Context: an optimization exercise on an open-source flow, tuned for small area, a short achievable clock period and few clock cycles per item. The choices shown serve that exercise and are no tape-out recipe.
The RTL was checked by simulation tests, not by an equivalence proof against the original design.
No activity file was given, so power comes from the tool's default toggle rates.

## v50
// source_token_scanner
module source_token_scanner (
    input  logic        aclk,
    input  logic        aresetn,
    input  logic        s_valid,
    output logic        s_ready,
    input  logic [7:0]  s_char_code,
    input  logic        s_end_of_input,
    output logic        m_valid,
    input  logic        m_ready,
    output logic [4:0]  m_token_kind,
    output logic [31:0] m_start_pos,
    output logic [5:0]  m_token_length,
    output logic [30:0] m_int_value,
    output logic        m_leading_space,
    output logic        m_last_result
);
Settings: LEC_CHECK=0, CAP_MARGIN=20, CORE_MARGIN=2, CORE_UTILIZATION=45, PLACE_DENSITY=0.65, SETUP_SLACK_MARGIN=2.5, SLEW_MARGIN=20; clock period 5.5 ns.
standard.sh (not shown) runs the stock make flow with config.mk's settings and CLKGATE_MAP_FILE= SYNTH_SCRIPT=/design/flow/synth_recipe.tcl, a recipe that flattens the netlist after the stock synthesis.
==> flow/flow/run.sh <==
#!/bin/bash
# The standard layout, with buf_1 cells as the port buffers in place of the
# default delay-buffer cells, and a clock tree of clkbuf_4 and clkbuf_8 cells without dummy
# balancing loads. Every tool's output goes to a log file here.
set -euo pipefail
export BUFFER_PORTS_ARGS="-buffer_cell sky130_fd_sc_hd__buf_1"
export CTS_ARGS="-sink_clustering_enable -repair_clock_nets -dont_use_dummy_load -sink_clustering_size 30 -sink_clustering_max_diameter 100 -buf_list {sky130_fd_sc_hd__clkbuf_4 sky130_fd_sc_hd__clkbuf_8}"
bash standard.sh > standard_flow.log 2>&1
Testbench counts of v50, summed over its fixed seeds: cycles 32,736, items 32,325.
Changes in v42 relative to v50:
==> flow/flow/run.sh <==
#!/bin/bash
# The standard layout, with buf_2 cells as the port buffers in place of the
# default delay-buffer cells. Every tool's output goes to a log file here.
set -euo pipefail
export BUFFER_PORTS_ARGS="-buffer_cell sky130_fd_sc_hd__buf_2"
bash standard.sh > standard_flow.log 2>&1
==> comparison <==
v42: full flow OK, the timing, design-rule and antenna checks passed
Summary: worst path setup slack after routing, v42 better than v50
Fill cell total of the finished layout in v42 vs v50: down about 5%
Max freq v50 -> v42: improved
Area taken by multi-input logic gates: v42 < v50
Here is what was changed in the inputs of v51 compared with v42.
- SETUP_SLACK_MARGIN now 2.7, was 2.5
diff --git a/flow/flow/run.sh b/flow/flow/run.sh
--- a/flow/flow/run.sh
+++ b/flow/flow/run.sh
@@ -3 +3,2 @@
-# default delay-buffer cells. Every tool's output goes to a log file here.
+# default delay-buffer cells, and a clock tree of clkbuf_8 cells without
+# dummy balancing loads. Every tool's output goes to a log file here.
@@ -5,0 +7 @@
+export CTS_ARGS="-sink_clustering_enable -repair_clock_nets -dont_use_dummy_load -sink_clustering_size 30 -sink_clustering_max_diameter 100 -buf_list sky130_fd_sc_hd__clkbuf_8"
### Flow results
- v51 finished every stage and its layout cleared the timing, design-rule and antenna checks.
- v51 vs. v42: data required time of the critical path went down by 20 ps.
- acc_q[29]$_DFF_P_ as the end point of the critical path was reported by v42, and acc_q[22]$_DFF_P_ by v51.
- Diff v42 -> v51: total via count in the routed design level, flip-flop and latch share of the layout cell area now sits higher, power shows a reduction of 27%, number of gates resized after CTS up 8, internal power component has decreased.
- Status: combinational power parity (v51, v42)
- When v51 is set beside v42, its growth of design area from synthesis to finish turns out to be 4.7 points smaller.
- Per the comparison of v51 with v42, post-detailed-routing wire length was more or less identical, time the worst path needs with I/O delays and setup went down by 110 ps.
### v51 -> v13
- changing SETUP_SLACK_MARGIN from 2.7 to 2.6
Findings:
- Per the final summary, v13 finished and its layout is clean on timing, DRC and antenna.
- Comparing v51 with v13, the met3 layer usage reported by global route came out essentially unchanged.
- Per the comparison of v13 with v51, aggregate global-route resource usage increased 0.48 points; number of detailed-routing iterations run before antenna repair increased 1; sequential share of layout area increased 0.25 points; post-CTS resize count decreased 6.

========
Setup of build 36:
source_token_scanner again, from the RTL that the note above started with.
## source_token_scanner
module source_token_scanner (
    input  logic        aclk,
    input  logic        aresetn,
    input  logic        s_valid,
    output logic        s_ready,
    input  logic [7:0]  s_char_code,
    input  logic        s_end_of_input,
    output logic        m_valid,
    input  logic        m_ready,
    output logic [4:0]  m_token_kind,
    output logic [31:0] m_start_pos,
    output logic [5:0]  m_token_length,
    output logic [30:0] m_int_value,
    output logic        m_leading_space,
    output logic        m_last_result
);
Settings: LEC_CHECK=0, CAP_MARGIN=20, CORE_MARGIN=2, CORE_UTILIZATION=45, PLACE_DENSITY=0.65, SETUP_SLACK_MARGIN=2.9, SLEW_MARGIN=20; clock period 5.5 ns.
==> flow/flow/run.sh <==
#!/bin/bash
# The standard layout, with buf_2 cells as the port buffers in place of the
# default delay-buffer cells, and a clock tree of clkbuf_8 cells without
# dummy balancing loads. Every tool's output goes to a log file here.
set -euo pipefail
export BUFFER_PORTS_ARGS="-buffer_cell sky130_fd_sc_hd__buf_2"
export CTS_ARGS="-sink_clustering_enable -repair_clock_nets -dont_use_dummy_load -sink_clustering_size 30 -sink_clustering_max_diameter 100 -buf_list sky130_fd_sc_hd__clkbuf_8"
bash standard.sh > standard_flow.log 2>&1
Testbench counts of build 36, summed over its fixed seeds: cycles 32,736, items 32,325.
Input-level comparison between build 88 and build 36:
==> flow/run.sh (new file) <==
#!/bin/bash
# synth_recipe.tcl (not shown) runs the flow's synth.tcl, then flattens the netlist and writes it again
# the make line also repeats each setting of config.mk as NAME=value (left out here)
make -C /OpenROAD-flow-scripts/flow DESIGN_CONFIG=/design/flow/config.mk WORK_HOME=/design/flow/orfs CLKGATE_MAP_FILE= SYNTH_SCRIPT=/design/flow/synth_recipe.tcl finish
-- flow/config.mk --
<<< build 36, line 9
export CORE_MARGIN = 2
export CORE_UTILIZATION = 45
export PLACE_DENSITY = 0.65
export SETUP_SLACK_MARGIN = 2.9
export SLEW_MARGIN = 20
>>> build 88, line 9
export CORE_MARGIN = 2
export CORE_UTILIZATION = 60
export PLACE_DENSITY = 0.75
export SETUP_SLACK_MARGIN = 2.5
export SLEW_MARGIN = 20
removed: flow/flow/run.sh
removed: flow/standard.sh
### Flow results
Build 88 went all the way through synthesis, placement and routing and the layout is clean on timing, DRC and antenna. Of build 36 and build 88, the lower per-cell via count in the routed design belongs to build 36. Cell count down 5.5% in build 88 wrt build 36. Build 36 → build 88: met3 layer usage reported by global route climbed 1.2 points, total placed instance area shows an increase of 3.3%.
Setup changes, build 88 to build 86
==> flow/flow/run.sh (new file) <==
#!/bin/bash
# The standard layout, with buf_2 cells as the port buffers in place of the
# default delay-buffer cells, and a clock tree of clkbuf_8 cells without
# dummy balancing loads. Every tool's output goes to a log file here.
set -euo pipefail
export BUFFER_PORTS_ARGS="-buffer_cell sky130_fd_sc_hd__buf_2"
export CTS_ARGS="-sink_clustering_enable -repair_clock_nets -dont_use_dummy_load -sink_clustering_size 30 -sink_clustering_max_diameter 100 -buf_list sky130_fd_sc_hd__clkbuf_8"
bash standard.sh > standard_flow.log 2>&1
==> flow/standard.sh (new file) <==
#!/bin/bash
# synth_recipe.tcl (not shown) runs the flow's synth.tcl, then flattens the netlist and writes it again
# the make line also repeats each setting of config.mk as NAME=value (left out here)
make -C /OpenROAD-flow-scripts/flow DESIGN_CONFIG=/design/flow/config.mk WORK_HOME=/design/flow/orfs CLKGATE_MAP_FILE= SYNTH_SCRIPT=/design/flow/synth_recipe.tcl "${@:-finish}"
-- flow/config.mk --
<<< build 88, line 9
export CORE_MARGIN = 2
export CORE_UTILIZATION = 60
export PLACE_DENSITY = 0.75
export SETUP_SLACK_MARGIN = 2.5
export SLEW_MARGIN = 20
>>> build 86, line 9
export CORE_MARGIN = 2
export CORE_UTILIZATION = 45
export PLACE_DENSITY = 0.65
export SETUP_SLACK_MARGIN = 2.8
export SLEW_MARGIN = 20
removed: flow/run.sh
Findings:
- Routed length on met2 (build 86 over build 88): decrease, 14%
- Looking at share of the final layout cell area in sequential cells across build 86 and build 88, the one that comes out lower is build 88.
- Build 86 against build 88: transition at the pin with the smallest max-transition slack went up, clock network contribution to total cell area has decreased, portion of total power attributed to combinational logic went up 1.3 points, tightest slew margin relative to the limit shows a reduction of 11 points, data required time at the worst endpoint shrank by 0.03 ns.
- The higher global-route track usage on met3 of build 86 and build 88 is in build 88.
diff inputs: build 86 => build 20
==> flow/flow/run.sh <==
#!/bin/bash
# The standard layout, with buf_2 cells as the port buffers in place of the
# default delay-buffer cells. Every tool's output goes to a log file here.
set -euo pipefail
export BUFFER_PORTS_ARGS="-buffer_cell sky130_fd_sc_hd__buf_2"
bash standard.sh > standard_flow.log 2>&1
-- flow/config.mk --
<<< build 86, line 11
export PLACE_DENSITY = 0.65
export SETUP_SLACK_MARGIN = 2.8
export SLEW_MARGIN = 20
>>> build 20, line 11
export PLACE_DENSITY = 0.65
export SETUP_SLACK_MARGIN = 2.9
export SLEW_MARGIN = 20
### Flow results
Summary: worst slew slack as a fraction of its limit, build 20 worse than build 86. In summary, build 20 completed successfully, with a layout that passed the timing, design-rule and antenna checks. Going from build 86 to build 20, unique cell type count in the Yosys netlist level; number of instances in the synthesized netlist level.

separate check: timing with driven ports:
Ports are ideal in the flow. The routed layouts listed here were re-timed in OpenROAD. Step 1 assumes that a clkbuf_16 drives the clock port and a buf_2 every other input. Step 2, shift: input delay + t, output delay - t, t = (earliest + latest rising clock arrival at the registers) / 2. This alone moves slack from input paths to output paths. Three values: ideal, step 1, step 2; two values: the first two.
| run | t, ns | setup WS [ns] | worst hold slack (ns) | worst setup path after step 2 | pins driven straight from the clock port |
|---|---|---|---|---|---|
| v50 | 0.459 | 2.603 / 2.603 / 2.223 | 0.419 / 0.419 / 0.419 | input to register | 1 |
| v42 | 0.449 | 2.692 / 2.704 / 2.258 | 0.419 / 0.419 / 0.419 | input to register | 1 |
| v51 | 0.455 | 2.798 / 2.798 / 2.425 | 0.422 / 0.422 / 0.422 | input to register | 1 |
| v13 | 0.480 | 2.688 / 2.688 / 2.306 | 0.422 / 0.422 / 0.422 | input to register | 1 |
| build 36 | 0.465 | 2.768 / 2.768 / 2.513 | 0.421 / 0.421 / 0.421 | input to register | 1 |
| build 88 | 0.454 | 2.619 / 2.619 / 2.183 | 0.422 / 0.422 / 0.422 | input to register | 1 |
| build 86 | 0.456 | 2.746 / 2.746 / 2.470 | 0.412 / 0.412 / 0.412 | input to register | 1 |
| build 20 | 0.465 | 2.759 / 2.759 / 2.556 | 0.418 / 0.418 / 0.418 | input to register | 1 |
After both steps setup and hold are still met in every run listed. The setup slack of build 88, which loses most, moves by 0.000 ns with the drivers and by -0.436 ns with both steps.
